What follows belongs to an exercise in optimizing a design on an open flow for small area and a short achievable clock period; a production flow would make more cautious choices. The RTL was checked by simulation tests, not by an equivalence proof against the original design. No activity file was given, so power comes from the tool's default toggle rates.

--- config.mk ---
export PLATFORM = sky130hd
export DESIGN_NAME = debug_top
export DESIGN_NICKNAME = debug_top
export VERILOG_FILES = /design/flow/design.v
export SDC_FILE = /design/flow/constraint.sdc
export NUM_CORES = 4
export LEC_CHECK = 0
export CAP_MARGIN = 20
export CORE_MARGIN = 2
export CORE_UTILIZATION = 40
export CTS_BUF_LIST = sky130_fd_sc_hd__clkbuf_16
export CTS_CLUSTER_DIAMETER = 100
export CTS_CLUSTER_SIZE = 24
export SETUP_SLACK_MARGIN = 2.9
export SLEW_MARGIN = 20
export SYNTH_HIERARCHICAL = 1
export SYNTH_MINIMUM_KEEP_SIZE = 0
--- constraint.sdc ---
create_clock -name core_clock -period 5.5 [get_ports {clk}]
set_input_delay 1.1000 -clock core_clock [delete_from_list [all_inputs] [get_ports {clk}]]
set_output_delay 1.1000 -clock core_clock [all_outputs]
set_load 0.01 [all_outputs]
--- design.v ---
package debug_pkg;
    localparam int xlen = 32;
    localparam int gpr_count = 32;
    localparam logic [7:0] cmdtype_access_reg = 8'd0;
    typedef logic [15:0] regno_t;
    localparam regno_t gpr_first = 16'h1000;
    localparam regno_t gpr_last  = 16'h101F;
    localparam regno_t csr_dcsr  = 16'h07B0;
    localparam regno_t csr_dpc   = 16'h07B1;
    localparam int dcsr_step_bit    = 2;
    localparam int dcsr_cause_lsb   = 6;
    localparam int dcsr_cause_msb   = 8;
    localparam int dcsr_ebreakm_bit = 15;
    localparam logic [xlen-1:0] dcsr_reset_val = 32'h4000_0000;
    localparam logic [xlen-1:0] gpr_reset_step = 32'h0101_0101;
    localparam logic [xlen-1:0] pc_incr        = 32'd4;
    typedef enum logic [1:0] {
        st_run,
        st_halted,
        st_resuming,
        st_abs_reg
    } seq_state_t;
    typedef enum logic [2:0] {
        cause_none    = 3'd0,
        cause_ebreak  = 3'd1,
        cause_trigger = 3'd2,
        cause_haltreq = 3'd3,
        cause_step    = 3'd4
    } cause_t;
    typedef struct packed {
        logic [7:0] cmdtype;
        logic       transfer;
        logic       write;
        regno_t     regno;
    } cmd_t;
    typedef struct packed {
        logic            halt_req;
        logic            resume_req;
        logic            exec;
        cmd_t            command;
        logic [xlen-1:0] data;
    } dm_req_t;
    typedef struct packed {
        logic            halted;
        logic            done;
        logic            exception;
        logic            haltresume;
        logic [xlen-1:0] data;
    } dm_rsp_t;
    typedef struct packed {
        seq_state_t state;
        logic       write_pc;
        logic       write_pc_ne;
        logic       abstract_done;
        logic       abstract_write;
    } ctrl_sig_t;
    typedef struct packed {
        logic [xlen-1:0] dcsr;
        logic [xlen-1:0] dpc;
    } csr_view_t;
    function automatic logic is_gpr(input regno_t regno);
        is_gpr = ((regno >= gpr_first) && (regno <= gpr_last));
    endfunction
    function automatic logic is_valid_csr(input regno_t regno);
        is_valid_csr = ((regno == csr_dcsr) || (regno == csr_dpc));
    endfunction
endpackage
`timescale 1ns/1ps
module debug_top (
    input  logic            clk,
    input  logic            rst_n,
    input  logic [60:0]     dm_req,
    input  logic            trig,
    input  logic            eb,
    output logic [35:0]     dm_rsp,
    output logic            debug,
    output logic            halted,
    output logic            step_en,
    output logic [31:0]     pc
);
    logic        halt_req, resume_req, exec, transfer, wr;
    logic [7:0]  cmdtype;
    logic [15:0] regno;
    logic [31:0] data;
    assign halt_req   = dm_req[60];
    assign resume_req = dm_req[59];
    assign exec       = dm_req[58];
    assign cmdtype    = dm_req[57:50];
    assign transfer   = dm_req[49];
    assign wr         = dm_req[48];
    assign regno      = dm_req[47:32];
    assign data       = dm_req[31:0];
    logic s_run, s_halt, s_res, s_abs;
    logic debug_q, halted_q;
    logic a_q, e_q;
    logic step_q, ebm_q;
    logic [2:0]  cause_q;
    logic [31:0] dpc_q, pc_q;
    logic [31:0] pc_next;
    logic [4:0] idx_q;
    logic wg_q, wd_q, wp_q, exc_q;
    logic [31:0] gpr [1:31];
    logic entry, ns_run, ns_halt, ns_res, ns_abs;
    logic step_n, ebm_n;
    logic is_gpr, is_dcsr, is_dpc, aar;
    logic use_pc;
    logic [2:0] cause_n;
    logic debug_i;
    assign debug_i = !resume_req && (a_q || (s_run && (trig || halt_req)) || (e_q && eb));
    assign entry   = debug_i && !debug_q;
    dbg_port u_dbg (
        .resume_req (resume_req),
        .halt_req   (halt_req),
        .trig       (trig),
        .eb         (eb),
        .a_q        (a_q),
        .s_run      (s_run),
        .e_q        (e_q),
        .debug      (debug)
    );
    assign ns_abs  = rst_n && s_halt && !resume_req && exec;
    assign ns_res  = rst_n && s_halt && resume_req;
    assign ns_halt = rst_n && ((s_run && debug_i) || s_abs || (s_halt && !resume_req && !exec));
    assign ns_run  = !rst_n || s_res || (s_run && !debug_i);
    assign step_n = !rst_n ? 1'b0 : (wd_q ? data[2]  : step_q);
    assign ebm_n  = !rst_n ? 1'b0 : (wd_q ? data[15] : ebm_q);
    assign is_gpr  = regno[15:5] == 11'h080;
    assign is_dcsr = regno == 16'h07B0;
    assign is_dpc  = regno == 16'h07B1;
    assign aar     = ns_abs && (cmdtype == 8'd0) && transfer;
    assign pc_next = pc_q + 32'd4;
    always_comb begin
        if (trig)                 cause_n = 3'd2;
        else if (eb && ebm_q)     cause_n = 3'd1;
        else if (halt_req)        cause_n = 3'd3;
        else                      cause_n = 3'd4;
    end
    assign use_pc = trig || (eb && (ebm_q || halt_req));
    always_ff @(posedge clk) begin
        s_run    <= ns_run;
        s_halt   <= ns_halt;
        s_res    <= ns_res;
        s_abs    <= ns_abs;
        debug_q  <= rst_n && debug_i;
        halted_q <= rst_n && (halted_q || (debug_i && ns_halt)) && !ns_res;
        a_q      <= rst_n && (debug_i || (ns_run && step_n));
        e_q      <= rst_n && ns_run && ebm_n;
        step_q   <= step_n;
        ebm_q    <= ebm_n;
        idx_q     <= regno[4:0];
        wg_q      <= aar && wr && is_gpr;
        wd_q      <= aar && wr && is_dcsr;
        wp_q      <= aar && wr && is_dpc;
        exc_q     <= aar && !(is_gpr || is_dcsr || is_dpc);
    end
    always_ff @(posedge clk) begin
        if (!rst_n) begin
            cause_q <= 3'd0;
        end else if (entry) begin
            cause_q <= cause_n;
        end
    end
    always_ff @(posedge clk) begin
        if (!rst_n) begin
            pc_q <= 32'd0;
        end else if (s_run && !debug_i) begin
            pc_q <= pc_next;
        end else if (s_res) begin
            pc_q <= dpc_q;
        end
    end
    always_ff @(posedge clk) begin
        if (entry) begin
            dpc_q <= use_pc ? pc_q : pc_next;
        end else if (wp_q) begin
            dpc_q <= data;
        end
    end
    logic [31:0] gd0, gd1;
    assign gd0 = data & {32{rst_n}};
    assign gd1 = data | {32{!rst_n}};
    always_ff @(posedge clk) begin
        for (int i = 1; i < 32; i++) begin
            if (!rst_n || (wg_q && (idx_q == 5'(i)))) begin
                for (int b = 0; b < 32; b++) begin
                    gpr[i][b] <= ((b % 8) < 5 && ((i >> (b % 8)) & 1) != 0) ? gd1[b] : gd0[b];
                end
            end
        end
    end
    logic [31:0] rdn, rdn_q;
    logic [31:0] rsel;
    logic [32*32-1:0] rin;
    logic sel_dcsr;
    always_comb begin
        rsel[0] = !regno[12] && regno[0];
        rin[31:0] = dpc_q;
        for (int i = 1; i < 32; i++) begin
            rsel[i] = regno[12] && (regno[4:0] == 5'(i));
            rin[i*32 +: 32] = gpr[i];
        end
    end
    assign sel_dcsr = !regno[12] && !regno[0];
    rd_mux u_rd (
        .sel  (rsel),
        .din  (rin),
        .dsel (sel_dcsr),
        .dcsr ({1'b0, 1'b1, 14'd0, ebm_q, 6'd0, cause_q, 3'd0, step_q, 2'd0}),
        .qn   (rdn)
    );
    always_ff @(posedge clk) begin
        rdn_q <= rdn;
    end
    assign halted  = halted_q;
    assign step_en = step_q;
    assign pc      = pc_q;
    assign dm_rsp  = {halted_q, s_abs, exc_q, 1'b0, ~rdn_q};
endmodule
module rd_mux (
    input  logic [31:0]       sel,
    input  logic [32*32-1:0]  din,
    input  logic              dsel,
    input  logic [31:0]       dcsr,
    output logic [31:0]       qn
);
    localparam logic [31:0] dcsr_bits = 32'h4000_81C4;
    for (genvar b = 0; b < 32; b++) begin : g_bit
        logic [10:0] n;
        logic [2:0]  p;
        for (genvar k = 0; k < 10; k++) begin : g_grp
            aoi222 u_g (
                .a1(sel[3*k]),   .a2(din[(3*k)*32 + b]),
                .b1(sel[3*k+1]), .b2(din[(3*k+1)*32 + b]),
                .c1(sel[3*k+2]), .c2(din[(3*k+2)*32 + b]),
                .y(n[k])
            );
        end
        if (dcsr_bits[b]) begin : g_d
            aoi222 u_g (
                .a1(sel[30]), .a2(din[30*32 + b]),
                .b1(sel[31]), .b2(din[31*32 + b]),
                .c1(dsel),    .c2(dcsr[b]),
                .y(n[10])
            );
        end else begin : g_nd
            assign n[10] = !((sel[30] && din[30*32 + b]) || (sel[31] && din[31*32 + b]));
        end
        assign p[0] = !(&n[3:0]);
        assign p[1] = !(&n[7:4]);
        assign p[2] = !(&n[10:8]);
        assign qn[b] = !(|p);
    end
endmodule
module dbg_port (
    input  logic resume_req,
    input  logic halt_req,
    input  logic trig,
    input  logic eb,
    input  logic a_q,
    input  logic s_run,
    input  logic e_q,
    output logic debug
);
    assign debug = !resume_req && (a_q || (s_run && (trig || halt_req)) || (e_q && eb));
endmodule
module aoi222 (
    input  logic a1, a2, b1, b2, c1, c2,
    output logic y
);
    assign y = !((a1 && a2) || (b1 && b2) || (c1 && c2));
endmodule
--- run.sh ---
#!/bin/bash
# synth_recipe.tcl (not shown) runs the flow's synth.tcl, then flattens the netlist and writes it again
# the make line also repeats each setting of config.mk as NAME=value (left out here)
make -C /OpenROAD-flow-scripts/flow DESIGN_CONFIG=/design/flow/config.mk WORK_HOME=/design/flow/orfs CLKGATE_MAP_FILE= SYNTH_SCRIPT=/design/flow/synth_recipe.tcl finish
==> run notes, run 1 <==
status timing/DRC/antenna clean; Slew Viols, Final 0; Sw Pwr about 3.5 mW; Setup TNS Final 0 ns; hold_buf cts 0; worst hold stages 2; H-tree levels 2; GRT Overall Usage around a quarter; drc violations 0; core area between 100,000 and 150,000 um^2; die height between 300 and 400 um; metal1 wirelength approximately 50,000 um; yosys warns 8; layout cells sized above 1 between 10% and 20%; Crit Path Max Fanout 32; cells on worst reg2reg path 4; placer congestion estimate around 0.84; Fill cells 8,373; Most used DFF post-synth edfxtp_1; Area growth syn-to-layout 16.5%; clk slew on worst S/H paths around 0.10 ns; Post-Syn Area 40,500 um^2; switching part of the total 22.9%; CP endpoint kind flop; Critical Path Source dm_req[44]; static leakage between 15 and 20 nW; Root Driver clkbuf_16; CP Data Required Time 6.03 ns; first-pass GRT wire length between 150,000 and 200,000 um; Area contributors post-synth edfxtp_1, a222oi_1, dfxtp_1; EDFF count, synth around 1,000; final worst slack 2.86 ns; crit path to rdn_q[0]; largest net degree at the start of global routing 68; FF/Latch Area between 30,000 and 40,000 um^2; Logic pwr share 7.0%; TritonCTS buffer count between 50 and 60; Worst-Skew Late Latency 0.66 ns; most frequent cell after synthesis edfxtp_1; DIE AREA 104,000 um^2; vias in the first global route roughly 25,000; Mapped Cells roughly 2,200; Multi-input gate area between 8000 and 9000 um^2; final WL ~140,000 um; final hold vios 0; reg-to-reg endpoint gpr[11][16]; met3 WL approximately 19,000 um; asr flop ratio synth 0%; Pre-antenna DRT Iters 10; pre-CTS setup slack approximately 1.2 ns; met2 wire len 63,700 um; Max IR drop VDD approximately 0.00021 V; fmax about 380 MHz; post-synthesis sequential area ratio between 80% and 90%; Clock Tree Buf Depth 3; worst path arrival time about 3.2 ns; Tmin final ~2.6 ns; total global routing overflow 0; Vias between 20,000 and 30,000; max layer used met4; Max Cap Viol 0; largest area contributor in the netlist edfxtp_1; DR vias/cell around 6.6; First DRT Iteration DRCs 5,188; Post-synth top cells edfxtp_1, a222oi_1, nor2_1, dfxtp_1, nand4_1; Netlist cell types 70; clock tree from TritonCTS done; Slew HR a little under a third; Seq pwr share 64.9%; Synth top area share between 70% and 80%; Yosys reg bits 1,110; Worst setup SP type input pin; final core occ 47.1%; FP Rows 116; hpwl dp 80,700 um; # clock sinks ~1,100; Worst-Margin Slew a little over 1 ns; critical path class input pin to flop; post-route ant nets 0; clock share of power approximately 28%; Final Net Count 2,599; Pint between 10 and 15 mW; Pwr Density roughly 330 nW/um^2; type of the worst min-delay path flop to flop; synthesized net count approximately 2,300; RSZ-0062 raised after global routing yes; Initial Utilization 40.4%; Worst Skew ~0.034 ns; period utilization roughly 48%; # port buffers 134; Worst R2R Setup Slack 2.91 ns; reg2reg start wg_q; WL/cell around 35 um; Die X around 320 um; Setup-failing EPs final 0; Syn Area/Cell around 18 um^2; I/O pins about 140; initial antenna violation count 3
==> sequential cells by signal, summed over array words and instances, names as in the netlist, 3 cells and up <==
name,count
cause_q,3
dpc_q,32
gpr,992
idx_q,5
pc_q,32
rdn_q,32
==> critical path, stage by stage <==
cell	delay, ns
buf_4	0.21
nor2b_4	0.20
nand2_4	0.12
nor2_4	0.05
buf_8	0.20
a222oi_1	0.59
nand4_1	0.25
nor4_4	0.40
==> per-module statistics from Yosys, one instance, submodules excluded <==
| module | cells inside | flip-flops and latches | copies in the design | cell area, um^2 |
|---|---|---|---|---|
| aoi222 | 1 | 0 | 326 | 10.0 |
| debug_top | 1732 | 1110 | 1 | 36100 |
| rd_mux | 160 | 0 | 1 | 1140 |
| dbg_port | 3 | 0 | 1 | 15.0 |
==> kinds of logic after synthesis <==
| logic type | after synthesis | synth area share (%) |
|---|---|---|
| AOI/OAI and AO/OA | 510 | 11.0 |
| xor gates and xnor gates | 33 | 0.714 |
| adders and majority gates | 1 | 0.0309 |
| buffers and inverters | 103 | 1.32 |
| DFF | 1110 | 80.2 |
| muxes | 8 | 0.207 |
| other | 2 | 0.0185 |
| and+or+nand+nor | 454 | 6.58 |
==> metrics by stage <==
step | hold slack, ns | power (mW) | cells | cell area [um^2]
after floorplan | 0.446 | 10.6 | 2221 | 40800
after global placement | 0.469 | 11.2 | 3733 | 44500
after detailed placement | 0.467 | 11.2 | 3733 | 44500
after CTS | 0.484 | 15.4 | 3916 | 47000
after global routing | 0.518 | 15.8 | 3934 | 47200
final | 0.489 | 15.4 | 3936 | 47200
==> final cells by class <==
class | instances | area share (%)
timing repair buffer | 317 | 6.27
clock buffer | 53 | 2.81
inverter | 40 | 0.326
sequential | 1110 | 69.0
antenna | 2 | 0.0106
multi-input combinational | 1012 | 17.6
tap | 1357 | 3.60
clock inverter | 45 | 0.408
==> cells in the final DEF, fill, tap and decap left out, types with 5 or more instances in the layout <==
master,count
dlygate4sd2_1,64
a31oi_1,10
inv_1,79
nor4_1,9
o21ai_0,19
dfxtp_1,50
a222oi_1,326
a22o_1,26
edfxtp_1,1024
xnor2_1,24
buf_8,6
nor4_2,27
a21oi_1,55
buf_2,7
o21ai_4,31
nor3_1,20
clkdlybuf4s50_1,53
nand2b_1,27
buf_12,22
nor2_4,34
mux2i_1,5
nand3_1,29
buf_4,149
and3_1,7
and2_1,29
clkbuf_16,53
and2_2,5
xor2_1,9
buf_6,12
a211oi_1,7
dfxtp_2,19
nand4_1,84
nand2_1,58
dfxtp_4,17
nor2_1,69
==> power by group through the flow <==
stage               combinational, mW  sequential [mW]  clock, mW
finish                           1.08             9.98       4.32
global route                     1.12             10.0       4.64
CTS                              1.04             9.98       4.38
detailed placement               1.02             10.2          0
global placement                 1.00             10.2          0
floorplan                       0.472             10.1          0
==> worst min path at each step <==
stage                     from  slack, ns          to
CTS                 cause_q[2]       0.48  cause_q[2]
global route           pc_q[1]       0.52     pc_q[1]
global placement       pc_q[0]       0.47     pc_q[0]
floorplan           cause_q[2]       0.45  cause_q[2]
finish                 pc_q[1]       0.49     pc_q[1]
detailed placement  cause_q[2]       0.47  cause_q[2]
==> repair_timing <==
item                                    4_1_cts  5_1_grt
cloned                                        4        0
pin swaps                                    46       16
resized for setup                           222       38
endpoints found under the setup margin      601      189
buffers inserted                             81       18
==> per-layer routing <==
layer	up-vias	global-route usage (%)
li1	10270	-
met1	13329	34.9
met2	1961	41.6
met3	300	7.12
met4	0	9.95
met5	-	0
==> run 2: changes to the inputs <==
==> flow/run.sh (new file) <==
#!/bin/bash
# Standard layout, with plain buffers on the ports instead of the delay
# buffers that buffer_ports picks by default.
set -e
export BUFFER_PORTS_ARGS="-buffer_cell sky130_fd_sc_hd__buf_2"
bash standard.sh > standard.log 2>&1
==> standard.sh (new file) <==
#!/bin/bash
# synth_recipe.tcl (not shown) runs the flow's synth.tcl, then flattens the netlist and writes it again
# the make line also repeats each setting of config.mk as NAME=value (left out here)
make -C /OpenROAD-flow-scripts/flow DESIGN_CONFIG=/design/flow/config.mk WORK_HOME=/design/flow/orfs CLKGATE_MAP_FILE= SYNTH_SCRIPT=/design/flow/synth_recipe.tcl "${@:-finish}"
removed: run.sh
==> run notes, run 2 <==
status timing/DRC/antenna clean; total global routing overflow 0 (unchanged); first-pass GRT wire length 190,000 um (-0.64%); type of the worst min-delay path flop to flop; # clock sinks 1,110 (unchanged); most frequent cells in the layout edfxtp_1, a222oi_1, buf_4; Die X 322 um (unchanged); RSZ-0062 raised after global routing yes; max reg flops 992 (unchanged); GRT Overall Usage 26.4% (+0.11 points); yosys warns 8 (unchanged); core area 100,000 um^2 (unchanged); Worst-Skew Late Latency 0.65 ns (about the same); CP endpoint kind flop; largest area contributor in the netlist edfxtp_1; post-synthesis sequential area ratio 80.2% (unchanged); clock tree from TritonCTS done; Vias 25,888 (+0.11%); placer congestion estimate 0.841 (+0.73%); Setup TNS Final 0 ns (unchanged); initial antenna violation count 8 (+5); Worst-Margin Slew 1.18 ns (+0.144 ns); final WL 140,000 um (+1.1%); worst path arrival time 3.21 ns (+0.04 ns); most frequent cell after synthesis edfxtp_1; I/O pins 136 (unchanged); Most used DFF post-synth edfxtp_1; EDFF count, synth 1,024 (unchanged); vias in the first global route 24,251 (-2.4%); Syn Area/Cell 18.2 um^2 (unchanged); post-route ant nets 0 (unchanged); Netlist cell types 70 (unchanged); period utilization 47.9% (about the same); DR vias/cell 6.56 (-0.20%); TritonCTS buffer count 52 (unchanged); Worst setup SP type input pin; layout cells sized above 1 20.9% (+3.8 points); Slew HR 21.5% (-9.6 points); DIE AREA 104,000 um^2 (unchanged); Setup-failing EPs final 0 (unchanged); Clock Tree Buf Depth 3 (unchanged); # port buffers 134 (unchanged); FP Rows 116 (unchanged); hpwl dp 82,400 um (+2.1%); Initial Utilization 40.4% (unchanged); Root Driver clkbuf_16; Max IR drop VDD 0.000249 V (+17%); Slew Viols, Final 0 (unchanged); Area growth syn-to-layout 15.3%; Area contributors post-synth edfxtp_1, a222oi_1, dfxtp_1; Worst Skew 0.0229 ns (-0.0108 ns); Post-Syn Area 40,500 um^2 (unchanged); Synth top area share 75.9% (unchanged); Pre-antenna DRT Iters 7 (-3); H-tree levels 2 (unchanged); register with the most flip-flops gpr; drc violations 0 (unchanged); Pwr Density 328 nW/um^2 (+0.75%); First DRT Iteration DRCs 5,161 (-0.52%); critical path class input pin to flop; Mapped Cells 2,221 (unchanged); Tmin final 2.64 ns (-0.000800 ns); WL/cell 35.5 um (+0.83%); fmax 379 MHz (about the same); Post-synth top cells edfxtp_1, a222oi_1, nor2_1, dfxtp_1, nand4_1; Crit Path Max Fanout 15 (-53%); largest net degree at the start of global routing 68 (unchanged); final hold vios 0 (unchanged); Final Net Count 2,612 (+0.50%); most common cell after layout, fill and taps aside edfxtp_1; die height 322 um (unchanged); asr flop ratio synth 0% (unchanged); clk slew on worst S/H paths 0.09 ns (about the same); Min Hold Slack 0.495 ns (+0.00606 ns); CP Data Required Time 6.07 ns (+0.04 ns); synthesized net count 2,287 (unchanged); static leakage 15.5 nW (-0.69%); Max Cap Viol 0 (unchanged); Yosys reg bits 1,110 (unchanged)
## run 2: final timing paths
| path | startpoint | end | slack [ns] | cells past startpoint |
|---|---|---|---|---|
| max | dm_req[35] | rdn_q[10] | 2.86 | 9 |
| min reg2reg | pc_q[1] | pc_q[1] | 0.49 | 2 |
| min | pc_q[1] | pc_q[1] | 0.49 | 2 |
| max reg2reg | wg_q | gpr[21][28] | 2.90 | 2 |
## run 2: worst max-delay path, cell delays in order
cell and delay, ns:
buf_2 0.18, nand2b_4 0.22, buf_4 0.20, nor2_4 0.05, buf_12 0.15, buf_4 0.24, a222oi_1 0.52, nand4_1 0.25
nor4_2 0.26
## run 2: routing by layer
layer / GRT usage (%) / wire length [um] / vias up
li1: - / - / 10292
met1: 34.9 / 50200 / 13158
met2: 41.4 / 63900 / 2072
met3: 6.76 / 19000 / 358
met4: 11.8 / 6960 / 8
met5: 0 / 169 / -
## run 2: final cells by class
class                           count  area, um^2
Antenna cell                        3        7.51
Clock buffer                       53        1330
Clock inverter                     43         171
Fill cell                        8430       53600
Inverter                           40         150
Multi-Input combinational cell   1014        8340
Sequential cell                  1110       32500
Tap cell                         1357        1700
Timing Repair Buffer              328        2530
## run 2: logic make-up after synthesis
kind of cell,share of synthesized area (%)
buffers and inverters,1.32
muxes,0.207
DFF,80.2
adders and majority gates,0.0309
AOI/OAI and AO/OA,11.0
xor gates and xnor gates,0.714
and+or+nand+nor,6.58
other,0.0185
## run 2: power by group
part | internal (mW) | switching [mW] | total [mW]
Sequential | 9.79 | 0.196 | 9.99
Combinational | 0.273 | 0.771 | 1.04
Clock | 1.77 | 2.54 | 4.30
## run 2: per-module statistics from Yosys (local to each module, per instance)
module | cells | flops+latches | copies in the design | cell area, um^2
debug_top | 1732 | 1110 | 1 | 36100
rd_mux | 160 | 0 | 1 | 1140
dbg_port | 3 | 0 | 1 | 15.0
aoi222 | 1 | 0 | 326 | 10.0
## run 2: metrics by stage
stage	util (%)	std cells	total power [mW]	worst slack (ns)	area, um^2
final	46.6	3948	15.3	2.86	46700
after global placement	43.6	3726	11.1	1.81	43700
after CTS	46.1	3904	15.3	2.77	46200
after global routing	46.6	3946	15.7	2.85	46700
after detailed placement	43.7	3730	11.1	1.76	43800
after floorplan	-	2221	10.6	2.58	40800
## run 2: repair_timing
action / in CTS / in global routing
hold endpoints to repair: 0 / 0
setup endpoints to repair: 520 / 229
cloned: 6 / 0
setup buffers: 72 / 41
gates resized for setup: 47 / 34
pin swaps: 52 / 22
hold buffers: 0 / 0
==> run 3: changes to the inputs <==
--- a/design.v
+++ b/design.v
@@ -97,8 +97,9 @@
     logic [2:0]  cause_q;
     logic [31:0] dpc_q, pc_q;
     logic [31:0] pc_next;
-    logic [4:0] idx_q;
-    logic wg_q, wd_q, wp_q, exc_q;
+    logic [3:0] wa_q;
+    logic [7:0] wb_q;
+    logic wd_q, wp_q, exc_q;
     logic [31:0] gpr [1:31];
     logic entry, ns_run, ns_halt, ns_res, ns_abs;
     logic step_n, ebm_n;
@@ -128,7 +129,15 @@
     assign is_dcsr = regno == 16'h07B0;
     assign is_dpc  = regno == 16'h07B1;
     assign aar     = ns_abs && (cmdtype == 8'd0) && transfer;
-    assign pc_next = pc_q + 32'd4;
+    logic [32:2] pc_cy;
+    always_comb begin
+        pc_next[1:0] = pc_q[1:0];
+        pc_cy[2] = 1'b1;
+        for (int k = 2; k < 32; k++) begin
+            pc_next[k]  = pc_q[k] ^ pc_cy[k];
+            pc_cy[k+1]  = pc_cy[k] & pc_q[k];
+        end
+    end
     always_comb begin
         if (trig)                 cause_n = 3'd2;
         else if (eb && ebm_q)     cause_n = 3'd1;
@@ -147,8 +156,12 @@
         e_q      <= rst_n && ns_run && ebm_n;
         step_q   <= step_n;
         ebm_q    <= ebm_n;
-        idx_q     <= regno[4:0];
-        wg_q      <= aar && wr && is_gpr;
+        for (int j = 0; j < 4; j++) begin
+            wa_q[j] <= aar && wr && is_gpr && (regno[4:3] == 2'(j));
+        end
+        for (int k = 0; k < 8; k++) begin
+            wb_q[k] <= regno[2:0] == 3'(k);
+        end
         wd_q      <= aar && wr && is_dcsr;
         wp_q      <= aar && wr && is_dpc;
         exc_q     <= aar && !(is_gpr || is_dcsr || is_dpc);
@@ -181,7 +194,7 @@
     assign gd1 = data | {32{!rst_n}};
     always_ff @(posedge clk) begin
         for (int i = 1; i < 32; i++) begin
-            if (!rst_n || (wg_q && (idx_q == 5'(i)))) begin
+            if (!rst_n || (wa_q[i >> 3] && wb_q[i & 7])) begin
                 for (int b = 0; b < 32; b++) begin
                     gpr[i][b] <= ((b % 8) < 5 && ((i >> (b % 8)) & 1) != 0) ? gd1[b] : gd0[b];
                 end
@@ -193,14 +206,17 @@
     logic [32*32-1:0] rin;
     logic sel_dcsr;
     always_comb begin
-        rsel[0] = !regno[12] && regno[0];
         rin[31:0] = dpc_q;
         for (int i = 1; i < 32; i++) begin
-            rsel[i] = regno[12] && (regno[4:0] == 5'(i));
             rin[i*32 +: 32] = gpr[i];
         end
     end
-    assign sel_dcsr = !regno[12] && !regno[0];
+    rd_dec u_dec (
+        .r12  (regno[12]),
+        .idx  (regno[4:0]),
+        .sel  (rsel),
+        .dsel (sel_dcsr)
+    );
     rd_mux u_rd (
         .sel  (rsel),
         .din  (rin),
@@ -215,6 +231,22 @@
     assign step_en = step_q;
     assign pc      = pc_q;
     assign dm_rsp  = {halted_q, s_abs, exc_q, 1'b0, ~rdn_q};
+endmodule
+module rd_dec (
+    input  logic        r12,
+    input  logic [4:0]  idx,
+    output logic [31:0] sel,
+    output logic        dsel
+);
+    logic [3:0] hi;
+    logic [7:0] lo;
+    always_comb begin
+        for (int j = 0; j < 4; j++) hi[j] = r12 && (idx[4:3] == 2'(j));
+        for (int k = 0; k < 8; k++) lo[k] = idx[2:0] == 3'(k);
+        sel[0] = !r12 && idx[0];
+        for (int i = 1; i < 32; i++) sel[i] = hi[i >> 3] && lo[i & 7];
+    end
+    assign dsel = !r12 && !idx[0];
 endmodule
 module rd_mux (
     input  logic [31:0]       sel,
==> run notes, run 3 <==
Critical Path Source pc_q[2]; EDFF count, synth 1,024 (unchanged); I/O pins 136 (unchanged); H-tree levels 2 (unchanged); Worst Skew 0.0362 ns (+0.0134 ns); most used cell, CP ha_4; reg-to-reg endpoint dpc_q[31]; Max IR drop VDD 0.000217 V (-13%); Setup-failing EPs final 0 (unchanged); RSZ-0062 raised after global routing yes; TritonCTS buffer count 53 (+1.9%); Placed Instances 3,562 (-4.5%); yosys warns 9 (+1); die height 321 um (-0.30%); final worst slack 0.166 ns (-2.70 ns); Slew Viols, Final 0 (unchanged); reg2reg start pc_q[2]; CP Data Required Time 5.89 ns (-0.18 ns); slowest CP cell dfxtp_4; # clock sinks 1,116 (+0.54%); FF/Latch Area 32,600 um^2 (+0.35%); Mapped Cells 2,145 (-3.4%); fmax 187 MHz (-51%); GRT Overall Usage 23.5% (-2.9 points); Die X 321 um (-0.30%); XOR/XNOR share of the synthesized area 0.0435% (-0.67 points); Pre-antenna DRT Iters 8 (+1); crit-path max cell delay 0.36 ns (-0.16 ns); # port buffers 134 (unchanged); Synth Area in Compound Gates 9.91% (-1.0 points); hpwl dp 67,800 um (-18%); Post-Syn Area 40,300 um^2 (-0.61%); crit path to dpc_q[31]; CP endpoint kind flop; Pwr Density 336 nW/um^2 (+2.4%); DIE AREA 103,000 um^2 (-0.60%); largest net degree at the start of global routing 68 (unchanged); Vias 23,998 (-7.3%); Simple-Gate Fraction of Synth Area 5.62% (-0.96 points); Worst Hold Launch s_halt; Syn Area/Cell 18.8 um^2 (+2.9%); Multi-input gate area 8560 um^2 (+2.6%); initial antenna violation count 2 (-6); Worst R2R Setup Slack 0.17 ns (-2.73 ns); final WL 124,000 um (-12%); post-synthesis sequential area ratio 81.0% (+0.79 points); asr flop ratio synth 0% (unchanged); Crit Path Max Fanout 2 (-13); most common cell after layout, fill and taps aside edfxtp_1; period utilization 97.0% (+49 points); Post-Layout Cell Count 3,760 (-4.8%); Sw Pwr 3.59 mW (+2.5%); Worst-Skew Late Latency 0.66 ns (about the same); first-pass GRT wire length 172,000 um (-9.4%); final hold vios 0 (unchanged); core area 100,000 um^2 (-0.29%); static leakage 15.5 nW (-0.11%); FP Rows 116 (unchanged); post-route ant nets 0 (unchanged); Worst setup SP type flop; Pint 12.1 mW (+1.9%); Setup TNS Final 0 ns (unchanged); Initial Utilization 40.3% (-0.13 points); hold_buf cts 0 (unchanged); most frequent cells in the layout edfxtp_1, a222oi_1, buf_2; First DRT Iteration DRCs 4,300 (-17%); WL/cell 33.0 um (-7.1%); clock tree from TritonCTS done; Pwr Total 15.6 mW (+2.0%); Yosys reg bits 1,116 (+0.54%); Logic pwr share 7.0% (+0.2 points); Area contributors post-synth edfxtp_1, a222oi_1, dfxtp_1; Netlist cell types 53 (-24%); drc violations 0 (unchanged); worst path arrival time 5.73 ns (+2.52 ns); pre-CTS setup slack 0.146 ns (-1.62 ns); clock share of power 28.7% (+0.6 points); Most used DFF post-synth edfxtp_1; type of the worst min-delay path flop to flop; total global routing overflow 0 (unchanged); layout cells sized above 1 20.0% (-0.92 points); DR vias/cell 6.38 (-2.7%); Area growth syn-to-layout 15.6%; max reg flops 992 (unchanged); # diodes 0 (-3); Clock Tree Buf Depth 3 (unchanged); most frequent cell after synthesis edfxtp_1; register with the most flip-flops gpr; Tmin final 5.33 ns (+2.70 ns); Fill cells 8,344 (-1.0%); switching part of the total 23.0% (+0.099 points); Slew HR 21.8% (+0.26 points); Final Net Count 2,511 (-3.9%); critical path class flop to flop; largest family of logic cells by synthesized area compound AO/OA/AOI/OAI gates; Synth top area share 76.4% (+0.46 points); synthesized net count 2,238 (-2.1%); Post-synth top cells edfxtp_1, a222oi_1, nor2_1, nand2_1, dfxtp_1; Root Driver clkbuf_16; Max Cap Viol 0 (unchanged); Seq pwr share 64.3% (-0.8 points); multiplexer share of the synthesized area 1.52% (+1.3 points); cells on worst reg2reg path 32 (+30); Worst-Margin Slew 1.17 ns (-0.00377 ns); status timing/DRC/antenna clean; largest area contributor in the netlist edfxtp_1; clk slew on worst S/H paths 0.10 ns (about the same); Adder-Cell Fraction of Synth Area 0.870% (+0.84 points); vias in the first global route 23,537 (-2.9%); placer congestion estimate 0.814 (-3.3%)
==> run 3: cell types whose count changed after synthesis, moves of 9 or more <==
cell / change
mux2i_1: +54
o21ai_0: -45
nand2_1: +37
ha_1: +27
nand3_1: -26
xnor2_1: -22
a211oi_1: +21
a21oi_1: -19
nand4_1: -16
a31oi_1: -9
xor2_1: -9
==> run 3: layer usage <==
metal	up-vias	routed length (um)	track usage (%)
met5	-	0	0
met4	0	4540	8.25
met3	200	14200	5.90
met2	1506	58300	37.5
met1	12442	47000	31.3
li1	9850	-	-
==> run 3: power by group through the flow <==
stage,Combinational (mW),Clock (mW),Sequential [mW]
CTS,1.07,4.52,10.1
global route,1.17,4.78,10.1
floorplan,0.534,0,10.2
detailed placement,1.00,0,10.3
global placement,0.980,0,10.2
finish,1.10,4.48,10.1
==> run 3: cell families (layout without fill, tap and decap cells) <==
| group | Yosys count | in the layout |
|---|---|---|
| buf+inv | 90 | 398 |
| mux | 61 | 61 |
| simple gates | 413 | 422 |
| compound gates | 433 | 433 |
| fa+ha+maj | 28 | 28 |
| xor+xnor | 2 | 2 |
| flops | 1116 | 1116 |
| other cells | 2 | 2 |
==> run 3: Yosys stat by module, one instance, submodules excluded <==
module / cells / cell area (um^2) / flops+latches
rd_mux: 160 / 1140 / 0
debug_top: 1606 / 35600 / 1116
aoi222: 1 / 10.0 / 0
rd_dec: 50 / 256 / 0
dbg_port: 3 / 15.0 / 0
==> run 3: worst min-delay path by stage <==
stage / to / slack [ns] / depth (start not counted)
6_report: s_res / 0.47 / 2
5_1_grt: s_res / 0.51 / 2
4_1_cts: s_res / 0.47 / 2
3_5_place_dp: s_res / 0.47 / 2
3_3_place_gp: s_res / 0.46 / 2
2_1_floorplan: s_res / 0.44 / 2
==> run 3: area by class of cell <==
class                           instances  area share [%]
Multi-Input combinational cell        948            18.4
Clock buffer                           55            2.96
Timing Repair Buffer                  262            4.32
Tap cell                             1298            3.49
Inverter                               37           0.298
Sequential cell                      1116            70.1
Clock inverter                         44           0.473
==> run 3: metrics by stage <==
stage / hold WS, ns / util, % / area [um^2]
2_1_floorplan: 0.444 / - / 41100
3_3_place_gp: 0.462 / 43.4 / 43400
3_5_place_dp: 0.473 / 43.4 / 43400
4_1_cts: 0.472 / 46.1 / 46100
5_1_grt: 0.509 / 46.5 / 46500
6_report: 0.474 / 46.5 / 46500
==> run 3: critical path, delay by kind of cell (launching register included) <==
family / cells / cell delay, ns
flip-flops: 1 / 0.36
XOR/XNOR: 1 / 0.15
AO/OA/AOI/OAI: 1 / 0.09
AND/OR/NAND/NOR: 1 / 0.04
buffers and inverters: 1 / 0.06
adder cells (fa/ha/maj): 28 / 4.31
==> run 3: repair_timing <==
action / 4_1_cts / 5_1_grt
gates resized for setup: 73 / 34
pin swaps: 46 / 23
endpoints found under the hold margin: 0 / 0
setup buffers: 63 / 26
cloned: 9 / 0
endpoints found under the setup margin: 949 / 73
==> run 4: changes to the inputs <==
==> run.sh (new file) <==
#!/bin/bash
# synth_recipe.tcl (not shown) runs the flow's synth.tcl, then flattens the netlist and writes it again
# the make line also repeats each setting of config.mk as NAME=value (left out here)
make -C /OpenROAD-flow-scripts/flow DESIGN_CONFIG=/design/flow/config.mk WORK_HOME=/design/flow/orfs CLKGATE_MAP_FILE= SYNTH_SCRIPT=/design/flow/synth_recipe.tcl finish
removed: flow/run.sh
removed: standard.sh
==> run notes, run 4 <==
status timing/DRC/antenna clean; reg2reg start pc_q[2]; layout cells sized above 1 16.5% (-3.6 points); Worst Skew 0.0205 ns (-0.0157 ns); Post-Syn Area 40,300 um^2 (unchanged); initial antenna violation count 4 (+2); Setup-failing EPs final 0 (unchanged); # diodes 0 (unchanged); Worst R2R Setup Slack 0.19 ns (+0.03 ns); Area contributors post-synth edfxtp_1, a222oi_1, dfxtp_1; worst path arrival time 5.70 ns (-0.03 ns); die height 321 um (unchanged); most frequent cells in the layout edfxtp_1, a222oi_1, buf_4; Max IR drop VDD 0.000253 V (+16%); Syn Area/Cell 18.8 um^2 (unchanged); Area growth syn-to-layout 16.7%; Pwr Total 15.7 mW (+0.10%); Clock Tree Buf Depth 3 (unchanged); drc violations 0 (unchanged); crit path to dpc_q[31]; cells on worst reg2reg path 32 (unchanged); final WL 126,000 um (+1.4%); CP Data Required Time 5.89 ns (about the same); Slew Viols, Final 0 (unchanged); Pre-antenna DRT Iters 9 (+1); largest net degree at the start of global routing 73 (+7.4%); H-tree levels 2 (unchanged); hpwl dp 68,400 um (+0.83%); WL/cell 33.5 um (+1.4%); max reg flops 992 (unchanged); EDFF count, synth 1,024 (unchanged); period utilization 96.5% (-0.49 points); Setup TNS Final 0 ns (unchanged); Mapped Cells 2,145 (unchanged); Fill cells 8,378 (+0.41%); yosys warns 9 (unchanged); Die X 321 um (unchanged); FP Rows 116 (unchanged); TritonCTS buffer count 53 (unchanged); core area 100,000 um^2 (unchanged); Pwr Density 333 nW/um^2 (-0.86%); critical path class flop to flop; Netlist cell types 53 (unchanged); Synth top area share 76.4% (unchanged); Crit Path Max Fanout 2 (unchanged); First DRT Iteration DRCs 4,322 (+0.51%); type of the worst min-delay path flop to flop; synthesized net count 2,238 (unchanged); Critical Path Source pc_q[2]; total global routing overflow 0 (unchanged); reg-to-reg endpoint dpc_q[31]; vias in the first global route 23,929 (+1.7%); most used cell, CP ha_4; post-route ant nets 0 (unchanged); Post-synth top cells edfxtp_1, a222oi_1, nor2_1, nand2_1, dfxtp_1; largest area contributor in the netlist edfxtp_1; # clock sinks 1,116 (unchanged); Initial Utilization 40.3% (unchanged); Most used DFF post-synth edfxtp_1; post-synthesis sequential area ratio 81.0% (unchanged); RSZ-0062 raised after global routing yes; most frequent cell after synthesis edfxtp_1; first-pass GRT wire length 175,000 um (+1.9%); static leakage 15.6 nW (+0.69%); I/O pins 136 (unchanged); asr flop ratio synth 0% (unchanged); final hold vios 0 (unchanged); Worst-Margin Slew 1.09 ns (-0.0850 ns); most common cell after layout, fill and taps aside edfxtp_1; register with the most flip-flops gpr; slowest CP cell dfxtp_4; # port buffers 134 (unchanged); Root Driver clkbuf_16; Tmin final 5.31 ns (-0.0268 ns); fmax 188 MHz (+0.50%); GRT Overall Usage 23.9% (+0.41 points); Worst setup SP type flop; DR vias/cell 6.44 (+0.84%); clock tree from TritonCTS done; placer congestion estimate 0.813 (about the same); clk slew on worst S/H paths 0.10 ns (about the same); Worst-Skew Late Latency 0.66 ns (about the same); Final Net Count 2,511 (unchanged); Yosys reg bits 1,116 (unchanged); Max Cap Viol 0 (unchanged); hold_buf cts 0 (unchanged); crit-path max cell delay 0.37 ns (about the same); Vias 24,200 (+0.84%); Slew HR 27.5% (+5.7 points); Min Hold Slack 0.489 ns (+0.0147 ns); CP endpoint kind flop; DIE AREA 103,000 um^2 (unchanged)
==> run 4: routing by layer <==
metal	up-vias	part of all wire (%)	GRT usage, %
li1	9853	-	-
met1	12499	38	32.1
met2	1626	47	38.1
met3	220	13	6.14
met4	2	3.4	7.61
met5	-	0.0087	0
==> run 4: modules after synthesis (local to each module, per instance) <==
module,times used,area [um^2]
aoi222,326,10.0
dbg_port,1,15.0
debug_top,1,35600
rd_dec,1,256
rd_mux,1,1140
==> run 4: worst max-delay path, delay by kind of cell (launching register included) <==
kind | cells | cell delay (ns)
adder cells (fa/ha/maj) | 28 | 4.36
flip-flops | 1 | 0.37
XOR/XNOR | 1 | 0.14
AO/OA/AOI/OAI | 1 | 0.08
buffers and inverters | 1 | 0.05
AND/OR/NAND/NOR | 1 | 0.04
==> run 4: power by group <==
group	switching (mW)	total, mW	internal, mW
registers	0.210	10.1	9.86
clock network	2.61	4.45	1.84
logic	0.788	1.14	0.349
total	3.61	15.7	12.1
==> run 4: cells by family after synthesis <==
family / share of synthesized area [%]
flops: 81.0
compound gates: 9.91
simple gates: 5.62
buf+inv: 1.05
mux: 1.52
fa+ha+maj: 0.870
other cells: 0.0187
xor+xnor: 0.0435
==> run 4: per-stage QoR <==
stage	instance area (um^2)	setup WS, ns	instances	utilization [%]
6_report	47000	0.193	3760	47.0
4_1_cts	46700	0.200	3749	46.7
5_1_grt	47000	0.0161	3760	47.0
3_5_place_dp	44100	0.178	3567	44.1
2_1_floorplan	41100	0.386	2145	-
3_3_place_gp	44100	0.154	3567	44.1
==> run 4: what timing repair did <==
item / in CTS / in global routing
buffers inserted: 71 / 11
cloned: 12 / 0
gates resized for setup: 207 / 37
pin swaps: 40 / 27
setup endpoints to repair: 826 / 61
==> run 4: how the worst min path moves through the flow <==
stage | from | endpoint | slack [ns] | cells after the start
finish | s_halt | s_res | 0.49 | 2
global route | s_halt | s_res | 0.52 | 2
CTS | s_halt | s_res | 0.48 | 2
detailed placement | s_halt | s_res | 0.47 | 2
global placement | s_halt | s_res | 0.46 | 2
floorplan | s_halt | s_res | 0.44 | 2
==> run 4: layout make-up <==
cell class / instances / area (um^2) / share of cell area [%]
timing repair buffer: 259 / 2490 / 5.29
tap: 1298 / 1620 / 3.46
multi-input combinational: 951 / 8500 / 18.1
sequential: 1116 / 32700 / 69.5
inverter: 37 / 139 / 0.296
clock buffer: 55 / 1380 / 2.93
clock inverter: 44 / 200 / 0.426
==> run 5: changes to the inputs <==
--- a/design.v
+++ b/design.v
@@ -129,15 +129,7 @@
     assign is_dcsr = regno == 16'h07B0;
     assign is_dpc  = regno == 16'h07B1;
     assign aar     = ns_abs && (cmdtype == 8'd0) && transfer;
-    logic [32:2] pc_cy;
-    always_comb begin
-        pc_next[1:0] = pc_q[1:0];
-        pc_cy[2] = 1'b1;
-        for (int k = 2; k < 32; k++) begin
-            pc_next[k]  = pc_q[k] ^ pc_cy[k];
-            pc_cy[k+1]  = pc_cy[k] & pc_q[k];
-        end
-    end
+    assign pc_next = pc_q + 32'd4;
     always_comb begin
         if (trig)                 cause_n = 3'd2;
         else if (eb && ebm_q)     cause_n = 3'd1;
==> flow/run.sh (new file) <==
#!/bin/bash
# Standard layout, with plain buffers on the ports instead of the delay
# buffers that buffer_ports picks by default.
set -e
export BUFFER_PORTS_ARGS="-buffer_cell sky130_fd_sc_hd__buf_2"
bash standard.sh > standard.log 2>&1
==> standard.sh (new file) <==
#!/bin/bash
# synth_recipe.tcl (not shown) runs the flow's synth.tcl, then flattens the netlist and writes it again
# the make line also repeats each setting of config.mk as NAME=value (left out here)
make -C /OpenROAD-flow-scripts/flow DESIGN_CONFIG=/design/flow/config.mk WORK_HOME=/design/flow/orfs CLKGATE_MAP_FILE= SYNTH_SCRIPT=/design/flow/synth_recipe.tcl "${@:-finish}"
removed: run.sh
==> run notes, run 5 <==
status timing/DRC/antenna clean; CP endpoint kind output pin; Setup TNS Final 0 ns (unchanged); Clock Tree Buf Depth 3 (unchanged); Pint 11.8 mW (-1.8%); Post-synth top cells edfxtp_1, a222oi_1, nand2_1, dfxtp_1, nand4_1; register with the most flip-flops gpr; clk slew on worst S/H paths 0.09 ns (about the same); crit-path max cell delay 0.14 ns (-0.23 ns); static leakage 15.1 nW (-3.2%); Worst-Skew Late Latency 0.64 ns (-0.02 ns); total global routing overflow 0 (unchanged); Worst setup SP type input pin; first-pass GRT wire length 173,000 um (-1.5%); GRT Overall Usage 23.0% (-0.88 points); Root Driver clkbuf_16; critical path class input pin to output pin; Worst R2R Setup Slack 2.97 ns (+2.78 ns); Vias 24,501 (+1.2%); max reg flops 992 (unchanged); FF/Latch Area 32,600 um^2 (-0.20%); post-route ant nets 0 (unchanged); DIE AREA 104,000 um^2 (+0.66%); initial antenna violation count 2 (-2); Syn Area/Cell 17.9 um^2 (-4.4%); Die X 322 um (+0.33%); yosys warns 9 (unchanged); crit path cell chain buf_12 > o21ai_4 > a21oi_2 > buf_2; # clock sinks 1,116 (unchanged); TritonCTS buffer count 52 (-1.9%); Max Cap Viol 0 (unchanged); vias in the first global route 23,563 (-1.5%); Post-Layout Cell Count 3,884 (+3.3%); Setup-failing EPs final 0 (unchanged); Worst-Margin Slew 1.13 ns (+0.0417 ns); drc violations 0 (unchanged); type of the worst min-delay path flop to flop; reg-to-reg endpoint dpc_q[23]; Pwr Density 332 nW/um^2 (-0.31%); Slew Viols, Final 0 (unchanged); Worst Hold Launch pc_q[1]; most common cell after layout, fill and taps aside edfxtp_1; Fill cells 8,553 (+2.1%); Area contributors post-synth edfxtp_1, a222oi_1, dfxtp_1; clock share of power 28.2% (-0.2 points); Crit. path cell count 4 (-88%); clock tree from TritonCTS done; Area growth syn-to-layout 13.4%; layout cells sized above 1 16.5% (+0.098 points); Netlist cell types 64 (+21%); First DRT Iteration DRCs 4,651 (+7.6%); core area 100,000 um^2 (+0.29%); Pre-antenna DRT Iters 9 (unchanged); largest area contributor in the netlist edfxtp_1; most frequent cells in the layout edfxtp_1, a222oi_1, buf_2; Min Hold Slack 0.506 ns (+0.0170 ns); Buf+Inv Stages, Crit Path 2 (+1); period utilization 48.3% (-48 points); Tmin final 2.66 ns (-2.65 ns); synthesized net count 2,324 (+3.8%); post-synthesis sequential area ratio 80.4% (-0.54 points); Pwr Total 15.3 mW (-2.5%); Most used DFF post-synth edfxtp_1; Crit Path Max Fanout 4 (+2); slowest CP cell o21ai_4; final hold vios 0 (unchanged); Yosys reg bits 1,116 (unchanged); asr flop ratio synth 0% (unchanged); Initial Utilization 40.4% (+0.15 points); Top delay family on crit path buffers and inverters; Post-Syn Area 40,500 um^2 (+0.67%); Max IR drop VDD 0.000241 V (-4.7%); Seq pwr share 65.8% (+1.5 points); Placed Instances 3,719 (+4.3%); DR vias/cell 6.31 (-2.0%); worst path arrival time 1.56 ns (-4.14 ns); Synth top area share 75.9% (-0.51 points); Worst Skew 0.0213 ns (+0.000768 ns); I/O pins 136 (unchanged); final worst slack 2.84 ns (+2.65 ns); # port buffers 134 (unchanged); pre-CTS setup slack 1.65 ns (+1.47 ns); fmax 376 MHz (+100%); Mapped Cells 2,258 (+5.3%); cells on worst reg2reg path 5 (-84%); FP Rows 116 (unchanged); hpwl dp 72,200 um (+5.5%); worst hold stages 2 (unchanged); largest net degree at the start of global routing 64 (-12%); final WL 122,000 um (-3.2%); most frequent cell after synthesis edfxtp_1; Final Net Count 2,550 (+1.6%); Slew HR 24.7% (-2.8 points); switching part of the total 22.5% (-0.55 points); worst hold endpoint pc_q[1]; CP Data Required Time 4.40 ns (-1.49 ns); die height 322 um (+0.33%); H-tree levels 2 (unchanged); Logic pwr share 6.1% (-1.2 points); WL/cell 31.4 um (-6.3%); Multi-input gate area 8230 um^2 (-3.2%); Sw Pwr 3.43 mW (-4.8%); EDFF count, synth 1,024 (unchanged); placer congestion estimate 0.836 (+2.8%); RSZ-0062 raised after global routing yes; reg2reg start pc_q[4]
## run 5: cell type report
class | count | area share [%]
flip-flops and latches | 1116 | 70.9
multi-input cells | 1059 | 17.9
clock buffers | 53 | 2.89
well taps | 1357 | 3.70
clock inverters | 43 | 0.368
repair buffers | 220 | 3.90
inverters | 35 | 0.286
diodes | 1 | 0.00545
## run 5: kinds of logic after synthesis
group | share of synthesized area (%)
AOI/OAI and AO/OA | 10.5
xor gates and xnor gates | 0.648
adders and majority gates | 0.0309
buffers and inverters | 1.11
DFF | 80.4
muxes | 0.179
other | 0.0185
and+or+nand+nor | 7.11
## run 5: stage by stage
step,util (%),instance area (um^2)
6_report,45.8,45900
5_1_grt,45.8,45900
4_1_cts,45.6,45700
3_5_place_dp,43.3,43500
3_3_place_gp,43.0,43100
2_1_floorplan,-,40900
## run 5: worst max path at each step
stage                    start          to
floorplan                rst_n  gpr[13][0]
global placement    dm_req[35]   rdn_q[21]
detailed placement  dm_req[32]   rdn_q[21]
CTS                       trig       debug
global route        dm_req[60]       debug
finish              dm_req[60]       debug
## run 5: timing repair
action                     4_1_cts  5_1_grt
resized for setup               48       15
pin swaps                       33       21
cloned                          16        0
setup endpoints to repair      237       90
buffers inserted                38       12
hold buffers                     0        0
## run 5: tightest hold or removal path: stages (launching register included)
cell and delay [ns]:
dfxtp_1 0.35, nand2_1 0.06, a21oi_1 0.06
## run 5: power by group through the flow
stage / Clock [mW] / Combinational (mW) / Sequential [mW]
2_1_floorplan: 0 / 0.462 / 10.1
3_3_place_gp: 0 / 0.837 / 10.2
3_5_place_dp: 0 / 0.867 / 10.2
4_1_cts: 4.34 / 0.912 / 10.0
5_1_grt: 4.62 / 0.983 / 10.1
6_report: 4.30 / 0.926 / 10.0
## run 5: per-module statistics from Yosys (local to each module, per instance)
| module | flip-flops and latches | cells |
|---|---|---|
| rd_dec | 0 | 50 |
| debug_top | 1116 | 1719 |
| dbg_port | 0 | 3 |
| rd_mux | 0 | 160 |
| aoi222 | 0 | 1 |
## run 5: routing by layer
metal / vias to the layer above / share of wire (%) / track usage, %
li1: 10186 / - / -
met3: 164 / 9.2 / 2.66
met4: 0 / 2.4 / 5.92
met2: 1449 / 49 / 38.8
met1: 12702 / 40 / 31.8
met5: - / 0 / 0
==> run 6: changes to the inputs <==
--- a/config.mk
+++ b/config.mk
@@ -7,7 +7,7 @@
 export LEC_CHECK = 0
 export CAP_MARGIN = 20
 export CORE_MARGIN = 2
-export CORE_UTILIZATION = 40
+export CORE_UTILIZATION = 60
 export CTS_BUF_LIST = sky130_fd_sc_hd__clkbuf_16
 export CTS_CLUSTER_DIAMETER = 100
 export CTS_CLUSTER_SIZE = 24
==> run notes, run 6 <==
Post-Syn Area 40,500 um^2 (unchanged); gr busiest metal met2; register with the most flip-flops gpr; Pwr Total 15.4 mW (+0.82%); Worst-Margin Slew 1.09 ns (-0.0381 ns); synthesized net count 2,324 (unchanged); Max IR drop VDD 0.000282 V (+17%); final worst slack 2.81 ns (-0.0297 ns); Worst-Skew Late Latency 0.66 ns (+0.02 ns); worst path arrival time 3.21 ns (+1.65 ns); routing usage on met3 9.64% (+7.0 points); first-pass GRT wire length 182,000 um (+5.7%); fmax 372 MHz (-1.1%); Fill cells 4,438 (-48%); drc violations 0 (unchanged); post-route ant nets 0 (unchanged); largest net degree at the start of global routing 64 (unchanged); Max Cap Viol 0 (unchanged); # clock sinks 1,116 (unchanged); Worst setup SP type input pin; Setup-failing EPs final 0 (unchanged); crit path cell chain clkbuf_4 > nand4b_1 > buf_12 > nor2_4 > buf_4 > a222oi_1 > nand4_1 > nor3_1; H-tree levels 2 (unchanged); Synth top area share 75.9% (unchanged); Mapped Cells 2,258 (unchanged); Yosys reg bits 1,116 (unchanged); period utilization 48.8% (+0.54 points); most common cell after layout, fill and taps aside edfxtp_1; layout cells sized above 1 19.3% (+2.7 points); clock tree from TritonCTS done; vias in the first global route 24,467 (+3.8%); initial antenna violation count 1 (-1); Area growth syn-to-layout 13.6%; clk slew on worst S/H paths 0.09 ns (about the same); type of the worst min-delay path flop to flop; crit-path max cell delay 0.58 ns (+0.44 ns); Vias 25,872 (+5.6%); hold_buf cts 0 (unchanged); total global routing overflow 0 (unchanged); core area 67,000 um^2 (-33%); pre-CTS setup slack 1.74 ns (+0.0931 ns); yosys warns 9 (unchanged); WL/cell 37.5 um (+20%); RSZ-0062 raised after global routing yes; Final Net Count 2,631 (+3.2%); Pwr Density 334 nW/um^2 (+0.64%); Setup TNS Final 0 ns (unchanged); Netlist cell types 64 (unchanged); Syn Area/Cell 17.9 um^2 (unchanged); Slew HR 27.1% (+2.5 points); Most used DFF post-synth edfxtp_1; Clock Tree Buf Depth 3 (unchanged); critical path class input pin to flop; Crit Path Max Fanout 14 (+10); placer congestion estimate 0.901 (+7.7%); FP Rows 95 (-18%); CP endpoint kind flop; final hold vios 0 (unchanged); EDFF count, synth 1,024 (unchanged); Worst Skew 0.0256 ns (+0.00435 ns); Top delay family on crit path simple AND/OR/NAND/NOR gates; FF/Latch Area 32,600 um^2 (unchanged); Buf+Inv Stages, Crit Path 3 (+1); largest area contributor in the netlist edfxtp_1; Tmin final 2.69 ns (+0.0297 ns); global routing usage on met2 58.4% (+20 points); TritonCTS buffer count 52 (unchanged); Post-synth top cells edfxtp_1, a222oi_1, nand2_1, dfxtp_1, nand4_1; # port buffers 134 (unchanged); max reg flops 992 (unchanged); Die X 264 um (-18%); die height 264 um (-18%); GRT Overall Usage 37.3% (+14 points); DR vias/cell 7.43 (+18%); post-synthesis sequential area ratio 80.4% (unchanged); DIE AREA 69,600 um^2 (-33%); most frequent cell after synthesis edfxtp_1; Area contributors post-synth edfxtp_1, a222oi_1, dfxtp_1; CP Data Required Time 6.02 ns (+1.62 ns); status timing/DRC/antenna clean; Root Driver clkbuf_16; static leakage 15.5 nW (+2.9%); slowest CP cell a222oi_1; Multi-input gate area 8180 um^2 (-0.55%); I/O pins 136 (unchanged); most frequent cells in the layout edfxtp_1, a222oi_1, buf_4; Pre-antenna DRT Iters 9 (unchanged); final WL 131,000 um (+7.2%); Initial Utilization 60.5% (+20 points); Slew Viols, Final 0 (unchanged); grt met1 use 51.6% (+20 points); hpwl dp 71,700 um (-0.61%); First DRT Iteration DRCs 4,905 (+5.5%); asr flop ratio synth 0% (unchanged)
run 6: power by group:
part | leakage (nW) | internal, mW | switching (mW)
clock | 0.884 | 1.82 | 2.57
combinational | 4.05 | 0.245 | 0.734
sequential | 10.6 | 9.84 | 0.191
total | 15.5 | 11.9 | 3.49
run 6: worst paths after layout:
check / startpoint / end / slack [ns] / depth (start not counted)
worst min register to register: s_halt / halted_q / 0.50 / 1
worst max-delay path: dm_req[34] / rdn_q[2] / 2.81 / 8
worst min-delay path: s_halt / halted_q / 0.50 / 1
worst max register to register: pc_q[2] / dpc_q[30] / 3.03 / 6
run 6: layer usage:
layer  part of all wire [%]  vias to the layer above
met2                     46                     2085
li1                       -                    10354
met5                      0                        -
met3                     14                      260
met4                    4.1                        0
met1                     36                    13173
run 6: cell families after synthesis:
family | synth area share, %
adders and majority gates | 0.0309
xor gates and xnor gates | 0.648
AOI/OAI and AO/OA | 10.5
and+or+nand+nor | 7.11
DFF | 80.4
other | 0.0185
muxes | 0.179
buffers and inverters | 1.11
run 6: Yosys stat by module, one instance, submodules excluded:
module / cells inside / flip-flops and latches / copies in the design / area (um^2)
dbg_port: 3 / 0 / 1 / 15.0
rd_dec: 50 / 0 / 1 / 256
rd_mux: 160 / 0 / 1 / 1140
aoi222: 1 / 0 / 326 / 10.0
debug_top: 1719 / 1116 / 1 / 35900
run 6: cell type report:
type,count,area share [%]
clock buffers,53,2.88
clock inverters,41,0.438
flip-flops and latches,1116,70.8
well taps,873,2.37
multi-input cells,1060,17.8
inverters,35,0.285
repair buffers,300,5.39
diodes,5,0.0272
run 6: stage by stage:
stage	hold slack, ns	instance area [um^2]	instances	utilization [%]
after CTS	0.498	45900	3471	68.5
after global placement	0.459	42800	3263	63.9
after global routing	0.525	46000	3478	68.6
after floorplan	0.431	40900	2258	-
after detailed placement	0.478	42900	3266	64.0
final	0.499	46000	3483	68.6
run 6: repair_timing:
action                     in CTS  in global routing
cloned                         17                  0
setup buffers                  94                  7
pin swaps                      47                 22
gates resized for setup        52                 11
setup endpoints to repair     234                 41
==> run 7: changes to the inputs <==
--- a/config.mk
+++ b/config.mk
@@ -7,10 +7,11 @@
 export LEC_CHECK = 0
 export CAP_MARGIN = 20
 export CORE_MARGIN = 2
-export CORE_UTILIZATION = 60
+export CORE_UTILIZATION = 40
 export CTS_BUF_LIST = sky130_fd_sc_hd__clkbuf_16
 export CTS_CLUSTER_DIAMETER = 100
 export CTS_CLUSTER_SIZE = 24
+export PLACE_DENSITY = 0.8
 export SETUP_SLACK_MARGIN = 2.9
 export SLEW_MARGIN = 20
 export SYNTH_HIERARCHICAL = 1
==> run notes, run 7 <==
status timing/DRC/antenna clean; Max Cap Viol 0 (unchanged); drc violations 0 (unchanged); # clock sinks 1,116 (unchanged); Mapped Cells 2,258 (unchanged); Worst setup SP type input pin; register with the most flip-flops gpr; Worst-Skew Late Latency 0.67 ns (about the same); core area 100,000 um^2 (+50%); Netlist cell types 64 (unchanged); yosys warns 9 (unchanged); Critical Path Source dm_req[44]; post-route ant nets 0 (unchanged); Tmin final 2.71 ns (+0.0202 ns); Design Area, Final 46,100 um^2 (about the same); period utilization 49.2% (+0.37 points); Top delay family on crit path simple AND/OR/NAND/NOR gates; largest area contributor in the netlist edfxtp_1; initial antenna violation count 4 (+3); I/O pins 136 (unchanged); switching part of the total 22.7% (+0.056 points); clock tree from TritonCTS done; worst path arrival time 3.26 ns (+0.05 ns); Pint 11.8 mW (-0.50%); die height 322 um (+22%); Slew HR 27.8% (+0.61 points); Worst-Margin Slew 1.08 ns (-0.00799 ns); GRT Overall Usage 21.0% (-16 points); Buf+Inv Stages, Crit Path 1 (-2); DR vias/cell 6.66 (-10%); most common cell after layout, fill and taps aside edfxtp_1; total global routing overflow 0 (unchanged); Area growth syn-to-layout 13.6% (about the same); Final Net Count 2,566 (-2.5%); Clock Tree Buf Depth 3 (unchanged); layout cells sized above 1 17.1% (-2.2 points); final core occ 45.9% (-23 points); Pwr Density 333 nW/um^2 (-0.50%); Seq pwr share 65.6% (+0.4 points); placer congestion estimate 0.860 (-4.5%); crit path cell chain buf_2 > or4b_4 > nor2_4 > a222oi_1 > nand4_1 > nor3_1; reg2reg start pc_q[2]; clock share of power 28.2% (-0.3 points); Root Driver clkbuf_16; Post-Syn Area 40,500 um^2 (unchanged); Die X 322 um (+22%); First DRT Iteration DRCs 5,568 (+14%); FP Rows 116 (+22%); clk slew on worst S/H paths 0.10 ns (about the same); Pre-antenna DRT Iters 9 (unchanged); Max IR drop VDD 0.000278 V (-1.4%); most frequent cell after synthesis edfxtp_1; most frequent cells in the layout edfxtp_1, a222oi_1, buf_2; Worst Skew 0.0219 ns (-0.00374 ns); Syn Area/Cell 17.9 um^2 (unchanged); Crit Path Max Fanout 16 (+2); max reg flops 992 (unchanged); CP endpoint kind flop; Fill cells 8,211 (+85%); # port buffers 134 (unchanged); final WL 123,000 um (-5.7%); Post-synth top cells edfxtp_1, a222oi_1, nand2_1, dfxtp_1, nand4_1; synthesized net count 2,324 (unchanged); static leakage 15.1 nW (-2.5%); Most used DFF post-synth edfxtp_1; fmax 370 MHz (-0.75%); TritonCTS buffer count 52 (unchanged); Vias 26,004 (+0.51%); type of the worst min-delay path flop to flop; CP Data Required Time 6.06 ns (+0.04 ns); Slew Viols, Final 0 (unchanged); asr flop ratio synth 0% (unchanged); post-synthesis sequential area ratio 80.4% (unchanged); EDFF count, synth 1,024 (unchanged); slowest CP cell or4b_4; final hold vios 0 (unchanged); Multi-input gate area 8320 um^2 (+1.7%); Worst Hold Launch s_halt; hold_buf cts 0 (unchanged); Yosys reg bits 1,116 (unchanged); H-tree levels 2 (unchanged); crit-path max cell delay 0.67 ns (+0.09 ns); largest net degree at the start of global routing 66 (+3.1%); first-pass GRT wire length 161,000 um (-12%); critical path class input pin to flop; DIE AREA 104,000 um^2 (+49%); Setup-failing EPs final 0 (unchanged); Area contributors post-synth edfxtp_1, a222oi_1, dfxtp_1; WL/cell 31.5 um (-16%); Synth top area share 75.9% (unchanged); Setup TNS Final 0 ns (unchanged); Logic pwr share 6.1% (-0.3 points); vias in the first global route 23,405 (-4.3%); RSZ-0062 raised after global routing yes; FF/Latch Area 32,600 um^2 (unchanged); Initial Utilization 40.4% (-20 points); DP Area 43,100 um^2 (+0.56%); Sw Pwr 3.49 mW (-0.19%); hpwl dp 66,500 um (-7.4%)
==> run 7: Yosys stat by module (local to each module, per instance) <==
| module | times used | cells | flip-flops and latches |
|---|---|---|---|
| debug_top | 1 | 1719 | 1116 |
| rd_dec | 1 | 50 | 0 |
| dbg_port | 1 | 3 | 0 |
| rd_mux | 1 | 160 | 0 |
| aoi222 | 326 | 1 | 0 |
==> run 7: layout make-up <==
class,instances,share of cell area [%]
sequential,1116,70.8
multi-input combinational,1065,18.1
clock buffer,53,2.88
tap,1357,3.69
antenna,4,0.0217
clock inverter,45,0.416
inverter,35,0.285
timing repair buffer,230,3.86
==> run 7: final timing paths <==
kind	cells past startpoint	slack (ns)	to
min reg2reg	1	0.49	halted_q
max	6	2.79	rdn_q[7]
max reg2reg	6	3.11	dpc_q[30]
min	1	0.49	halted_q
==> run 7: cells by family (layout without fill, tap and decap cells) <==
family                   after synthesis  in the layout  share of synthesized area (%)
flip-flops                          1116           1116                           80.4
AND/OR/NAND/NOR                      522            544                           7.11
buffers and inverters                 99            363                           1.11
XOR/XNOR                              30             30                          0.648
other                                  2              6                         0.0185
adder cells (fa/ha/maj)                1              1                         0.0309
AO/OA/AOI/OAI                        481            481                           10.5
multiplexers                           7              7                          0.179
==> run 7: power by group through the flow <==
| stage | logic [mW] | clock network, mW | registers (mW) |
|---|---|---|---|
| after floorplan | 0.462 | 0 | 10.1 |
| after CTS | 0.856 | 4.29 | 10.0 |
| final | 0.941 | 4.33 | 10.1 |
| after global routing | 0.981 | 4.57 | 10.1 |
| after detailed placement | 0.844 | 0 | 10.2 |
| after global placement | 0.817 | 0 | 10.2 |
==> run 7: timing repair <==
item	in CTS	in global routing
gates cloned	0	22
resized for setup	37	40
pin swaps	5	48
hold endpoints to repair	0	0
setup endpoints to repair	865	73
setup buffers	4	70
==> run 7: through the flow <==
| step | hold slack [ns] | setup WS (ns) | total power, mW | cells |
|---|---|---|---|---|
| finish | 0.491 | 2.79 | 15.3 | 3905 |
| global route | 0.519 | 2.83 | 15.6 | 3901 |
| detailed placement | 0.472 | 1.69 | 11.1 | 3704 |
| CTS | 0.489 | 2.46 | 15.2 | 3806 |
| global placement | 0.480 | 1.74 | 11.0 | 3703 |
| floorplan | 0.431 | 2.75 | 10.6 | 2258 |
==> run 7: metal layers <==
metal / global-route usage (%) / wire length [um] / up-vias
li1: - / - / 10238
met1: 28.6 / 41300 / 12902
met2: 33.3 / 57500 / 2504
met3: 4.21 / 18400 / 356
met4: 8.18 / 5860 / 4
met5: 0.463 / 77 / -

[port drivers added, routing unchanged]
No port has a modelled driver above. Below, the same layouts with a new extraction and two added sets of constraints. Step 1: set_driving_cell puts a clkbuf_16 on clk and a buf_2 on each other input, an assumption about the parent block. Step 2 also shifts input and output timing later by t, the mid clock arrival at the registers, as if the neighbouring blocks saw the same clock. a / b / c = ideal ports / drivers / drivers and shift; a / b = the first two.
run | t (ns) | setup slack, ns | slew at the worst register clock pin (ns) | pins driven straight from the clock port
run 1 | 0.714 | 2.863 / 2.838 / 2.174 | 0.10 / 0.10 | 1
run 2 | 0.712 | 2.864 / 2.824 / 2.197 | 0.10 / 0.10 | 1
run 3 | 0.706 | 0.166 / 0.166 / 0.166 | 0.10 / 0.10 | 1
run 4 | 0.713 | 0.193 / 0.193 / 0.193 | 0.11 / 0.11 | 1
run 5 | 0.704 | 2.844 / 2.794 / 2.241 | 0.10 / 0.10 | 1
run 6 | 0.712 | 2.814 / 2.795 / 2.139 | 0.11 / 0.11 | 1
run 7 | 0.737 | 2.794 / 2.828 / 2.111 | 0.10 / 0.10 | 1
After both steps setup and hold are still met in every run listed. The setup slack of run 1, which loses most, moves by -0.025 ns with the drivers and by -0.689 ns with both steps.
